This design comes from an exercise in tuning for small area on the open sky130 flow, not from production work. Function was checked by simulation only, so behaviour that the tests miss may differ from the original. Power and IR drop assume default switching activity.

==> flow/design.v <==
module obi_frame_mem #(
  parameter int NumWords   = 64,
  parameter int WaitCycles = 1,
  parameter int CntWidth   = 16
) (
  input  logic                clk_i,
  input  logic                rst_ni,
  input  logic                obi_req_i,
  input  logic [31:0]         obi_addr_i,
  input  logic                obi_we_i,
  input  logic [3:0]          obi_be_i,
  input  logic [31:0]         obi_wdata_i,
  input  logic [3:0]          obi_aid_i,
  output logic                obi_gnt_o,
  output logic                obi_rvalid_o,
  output logic [31:0]         obi_rdata_o,
  output logic [3:0]          obi_rid_o,
  output logic                obi_err_o,
  output logic [CntWidth-1:0] rd_cnt_o,
  output logic [CntWidth-1:0] wr_cnt_o,
  output logic                busy_o
);
  localparam int          IdxWidth = $clog2(NumWords);
  localparam logic [3:0]  WaitLast = 4'(WaitCycles);
  localparam logic [31:0] ErrData  = 32'hBADCAB1E;
  typedef enum logic [1:0] {
    IDLE  = 2'd0,
    STALL = 2'd1,
    GRANT = 2'd2
  } state_e;
  state_e                state;
  logic [3:0]            wait_cnt;
  logic [31:0]           mem [NumWords];
  logic [IdxWidth-1:0]   idx;
  logic                  gnt;
  logic                  out_of_range;
  logic                  do_read;
  logic                  do_write;
  logic                  rvalid_q;
  logic [31:0]           rdata_q;
  logic [3:0]            rid_q;
  assign idx = obi_addr_i[2 +: IdxWidth];
  logic err_q;
  logic unused_addr_bits;
  assign out_of_range     = |obi_addr_i[31:2+IdxWidth];
  assign unused_addr_bits = ^obi_addr_i[1:0];
  assign obi_err_o          = err_q;
  assign gnt      = obi_req_i & ((WaitCycles == 0) | (state == GRANT));
  assign do_read  = gnt & ~obi_we_i & ~out_of_range;
  assign do_write = gnt &  obi_we_i & ~out_of_range;
  assign obi_gnt_o    = gnt;
  assign obi_rvalid_o = rvalid_q;
  assign obi_rdata_o  = rdata_q;
  assign obi_rid_o    = rid_q;
  assign busy_o     = obi_req_i | rvalid_q;
  always_ff @(posedge clk_i or negedge rst_ni) begin
    if (!rst_ni) begin
      state    <= IDLE;
      wait_cnt <= 4'd0;
    end else begin
      case (state)
        IDLE: begin
          if (obi_req_i && (WaitCycles != 0)) begin
            wait_cnt <= 4'd1;
            state    <= (WaitLast == 4'd1) ? GRANT : STALL;
          end
        end
        STALL: begin
          if (!obi_req_i) begin
            wait_cnt <= 4'd0;
            state    <= IDLE;
          end else begin
            wait_cnt <= wait_cnt + 4'd1;
            if (wait_cnt + 4'd1 == WaitLast) begin
              state <= GRANT;
            end
          end
        end
        GRANT: begin
          wait_cnt <= 4'd0;
          state    <= IDLE;
        end
        default: begin
          wait_cnt <= 4'd0;
          state    <= IDLE;
        end
      endcase
    end
  end
  always_ff @(posedge clk_i) begin
    if (do_write) begin
      for (int b = 0; b < 4; b++) begin
        if (obi_be_i[b]) begin
          mem[idx][8*b +: 8] <= obi_wdata_i[8*b +: 8];
        end
      end
    end
  end
  always_ff @(posedge clk_i or negedge rst_ni) begin
    if (!rst_ni) begin
      rvalid_q <= 1'b0;
      rdata_q  <= 32'd0;
      rid_q    <= 4'd0;
    end else begin
      rvalid_q <= gnt;
      if (gnt) begin
        rid_q <= obi_aid_i;
        if (obi_we_i) begin
          rdata_q <= 32'd0;
        end else if (out_of_range) begin
          rdata_q <= ErrData;
        end else begin
          rdata_q <= mem[idx];
        end
      end
    end
  end
  always_ff @(posedge clk_i or negedge rst_ni) begin
    if (!rst_ni) begin
      err_q <= 1'b0;
    end else if (gnt) begin
      err_q <= out_of_range;
    end
  end
  always_ff @(posedge clk_i or negedge rst_ni) begin
    if (!rst_ni) begin
      rd_cnt_o <= '0;
      wr_cnt_o <= '0;
    end else begin
      if (do_read && (rd_cnt_o != '1)) begin
        rd_cnt_o <= rd_cnt_o + 1'b1;
      end
      if (do_write && (wr_cnt_o != '1)) begin
        wr_cnt_o <= wr_cnt_o + 1'b1;
      end
    end
  end
endmodule
==> flow/run.sh <==
#!/bin/bash
# synth_recipe.tcl (not shown) runs the flow's synth.tcl, then flattens the netlist and writes it again
# the make line also repeats each setting of config.mk as NAME=value (left out here)
make -C /OpenROAD-flow-scripts/flow DESIGN_CONFIG=/design/flow/config.mk WORK_HOME=/design/flow/orfs CLKGATE_MAP_FILE= SYNTH_SCRIPT=/design/flow/synth_recipe.tcl finish
==> flow/config.mk <==
export PLATFORM = sky130hd
export DESIGN_NAME = obi_frame_mem
export DESIGN_NICKNAME = obi_frame_mem
export VERILOG_FILES = /design/flow/design.v
export SDC_FILE = /design/flow/constraint.sdc
export NUM_CORES = 4
export LEC_CHECK = 0
export CAP_MARGIN = 20
export CORE_MARGIN = 2
export CORE_UTILIZATION = 40
export SLEW_MARGIN = 20
==> flow/constraint.sdc <==
create_clock -name core_clock -period 3.5 [get_ports {clk_i}]
set_input_delay 0.7000 -clock core_clock [delete_from_list [all_inputs] [get_ports {clk_i}]]
set_output_delay 0.7000 -clock core_clock [all_outputs]
set_load 0.01 [all_outputs]
==> summary.txt <==
## flip-flops by register name (all words and copies together) (netlist names)
name,count
mem,2048
rdata_q,32
rd_cnt_o,16
wr_cnt_o,16
rid_q,4
err_q,1
rvalid_q,1
state,1
## critical path, stage by stage
cell and delay [ns]:
clkdlybuf4s50_1 0.54, nand2_4 0.19, inv_1 0.19, clkdlybuf4s50_1 0.58
## cell usage after synthesis, drive strengths merged, types with 13 or more instances
cell / number
and3: 25
mux2: 181
buf: 228
o22ai: 93
a211oi: 21
a22o: 40
mux4: 149
mux2i: 229
a221oi: 201
a22oi: 155
nor3: 13
nand3: 55
xnor2: 21
o2bb2ai: 23
a21oi: 140
nor2: 356
a31oi: 42
dfrtp: 71
o21ai: 106
clkbuf: 97
nand2: 183
edfxtp: 2048
a221o: 34
## cell families after synthesis
kind of cell	count (synthesis)	synth area share
AO/OA/AOI/OAI	950	0.08325
XOR/XNOR	28	0.002957
adder cells (fa/ha/maj)	2	0.0003016
buffers and inverters	331	0.02100
flip-flops	2119	0.7628
multiplexers	559	0.09266
AND/OR/NAND/NOR	704	0.03699
## path summary, 6_finish.rpt
path / start / to / slack, ns / cells after the start
worst max register to register: mem[47][5] / rdata_q[5] / 1.08 / 6
worst max-delay path: obi_req_i / obi_gnt_o / 0.59 / 4
worst min register to register: state[1] / state[1] / 0.48 / 1
max in group asynchronous: rst_ni / rd_cnt_o[13] / 2.02 / 3
worst min-delay path: obi_wdata_i[11] / mem[38][11] / 0.31 / 1
min in group asynchronous: rst_ni / rid_q[0] / 0.57 / 2
## layer usage
metal | track usage | up-vias | routed length (µm) | share of wire
met5 | 0.003444 | - | 131 | 0.00047
met4 | 0.1152 | 8 | 13710 | 0.049
met3 | 0.07155 | 577 | 34810 | 0.12
met2 | 0.3909 | 3446 | 123800 | 0.44
met1 | 0.3631 | 26115 | 108600 | 0.39
li1 | - | 20490 | - | -
## cells in the final DEF, fill, tap and decap left out, drive strengths merged, types with 8 or more instances in the layout
cell / instances
a2111oi: 8
a211oi: 21
a21oi: 140
a221o: 34
a221oi: 201
a22o: 40
a22oi: 155
a31oi: 42
a32oi: 9
and3: 25
and4: 8
buf: 671
bufinv: 20
clkbuf: 276
clkdlybuf4s50: 109
clkinv: 90
dfrtp: 71
diode: 10
edfxtp: 2048
inv: 10
mux2: 181
mux2i: 229
mux4: 149
nand2: 183
nand3: 55
nand4: 11
nor2: 356
nor2b: 8
nor3: 13
nor4: 10
o21a: 8
o21ai: 106
o221ai: 9
o22a: 10
o22ai: 93
o2bb2ai: 23
xnor2: 21
## through the flow
| step | std cells | area (µm²) |
|---|---|---|
| after floorplan | 4693 | 82950 |
| after global placement | 7851 | 91740 |
| after detailed placement | 7852 | 91760 |
| after CTS | 8248 | 98680 |
| after global routing | 8248 | 98710 |
| final | 8258 | 98730 |
## area by class of cell
type	instances	area, µm²
multi-input cells	2243	18060
clock buffers	276	5670
repair buffers	781	7044
diodes	10	25.02
clock inverters	119	1240
fillers	17310	107900
flip-flops and latches	2119	63280
inverters	6	32.53
well taps	2704	3383
## what timing repair did
action | 4_1_cts | 5_1_grt
setup endpoints to repair | 0 | 0
hold buffers | 1 | 0
endpoints found under the hold margin | 9 | 0
## where the power goes
part	switching, µW	internal [µW]	total, µW
combinational	2120	1070	3190
clock	9810	12900	22700
sequential	78.1	27800	27900
==> reports/qor.yml <==
outcome:
  status: "complete, no violations"
timing:
  skew_ns: 0.04460
  final_max_slew_viol_count: 0
  rsz0062_at_grt: "false"
  tightest_slew_ns: 1.129
  clock.fmax_ghz: 0.3439
  timing.slew.headroom: 0.2470
  finalSetupViolations: 0
  fin_crit_ns: 2.908
  min_period_over_period: 0.8308
  hold_viol: 0
  setup_ws_ns: 0.5923
  fin_tns_setup_ns: 0
  hold_ws_ns: 0.3094
yosys:
  postSynthAreaPerCell_um2: 17.67
  netlist.area_leader.share: 0.7414
  ys_dominant_reg_cell: "edfxtp_1"
  synth_nets: 4771
  synthCells: 4693
  yosys-top-cells-area: "edfxtp_1 (74%), mux4_2 (4.0%), mux2i_1 (2.8%)"
  synth-edff-count: 2048
  synth_area_um2: 82950
  ys_seq_elements: 2119
  synthArstFlopShare: 0.03351
  synth_top_cell_by_area: "edfxtp_1"
  ys_types: 76
  yosys_warnings: 1
  yosysSeqAreaShare: 0.7628
worst_setup_path:
  crit_arrival_ns: 2.21
  worstPathRequired_ns: 2.80
  path_class: "in2out"
  cp-end-kind: "primary output"
  path_max_fanout: 8
  worst_setup_path_start_kind: "input port"
power:
  power.density_nw_per_um2: 545.2
  power_uw: 53830
  leakage_uw: 0.03242
  ir_drop_mv: 0.5526
layout:
  layout-drive-gt1-share: 0.2419
  fin_nets: 5441
  fin_util: 0.4778
  syn_to_final_growth_pct: 19.03
clocking:
  cts-resized-gates: 0
  htreeDepth: 4
  clockRootBuffer: "clkbuf_16"
  numCtsBuffers: 212
  cts.sinks: 2119
  insertion_delay_ns: 0.87
  cts_tree: "yes"
  cts_buffer_depth: 3
  cts_setup_buffers: 0
  path_clk_slew_ns: 0.06
floorplanning:
  core_um2: 206700
  rows: 167
  dieArea_um2: 211000
  initial_core_util: 0.4014
  boundaryPins: 148
  die_x_um: 459.4
  dieHeight_um: 459.4
placement:
  port_buffers: 145
  place_ws_ns: 0.03320
  dp_hpwl_um: 181700
  gp_congestion: 0.8916
route:
  viasPerCell: 6.132
  wl_per_cell_um: 34.04
  drtAntennaViolNets: 0
  drc_errors: 0
  drtIter0Drc: 8085
  vias: 50636
  drt-total-wl_um: 281100
  drt_pass1_iterations: 8
global_route:
  overflow: 0
  grt_pass1_wl_um: 387800
  grt_pass1_vias: 48453
  grt_max_degree: 65
  grt_use_total: 0.2631
  grt_antenna_before_repair: 12
hold_path:
  hp-class: "in2reg"
job:
  cap_violations: 0

[port drivers added, routing unchanged]
In the flow no input, the clock included, has a driving cell. The finished layout below was timed again as built, in two steps.
Step 1: set_driving_cell puts a clkbuf_16 on clk_i and a buf_2 on each other input, an assumption about the parent block.
Step 2 also shifts input and output timing later by t, the mid clock arrival at the registers, as if the neighbouring blocks saw the same clock.
Three values: ideal ports, drivers, drivers and shift; two values: the first two.
t, ns: 0.943
slack for setup (ns): 0.592 / 0.519 / -0.129
worst slew at a driven data input, ns: 0.07
With both steps, setup timing fails in this run, where it was met with ideal ports. The setup slack of this run moves by -0.073 ns with the drivers and by -0.721 ns with both steps.
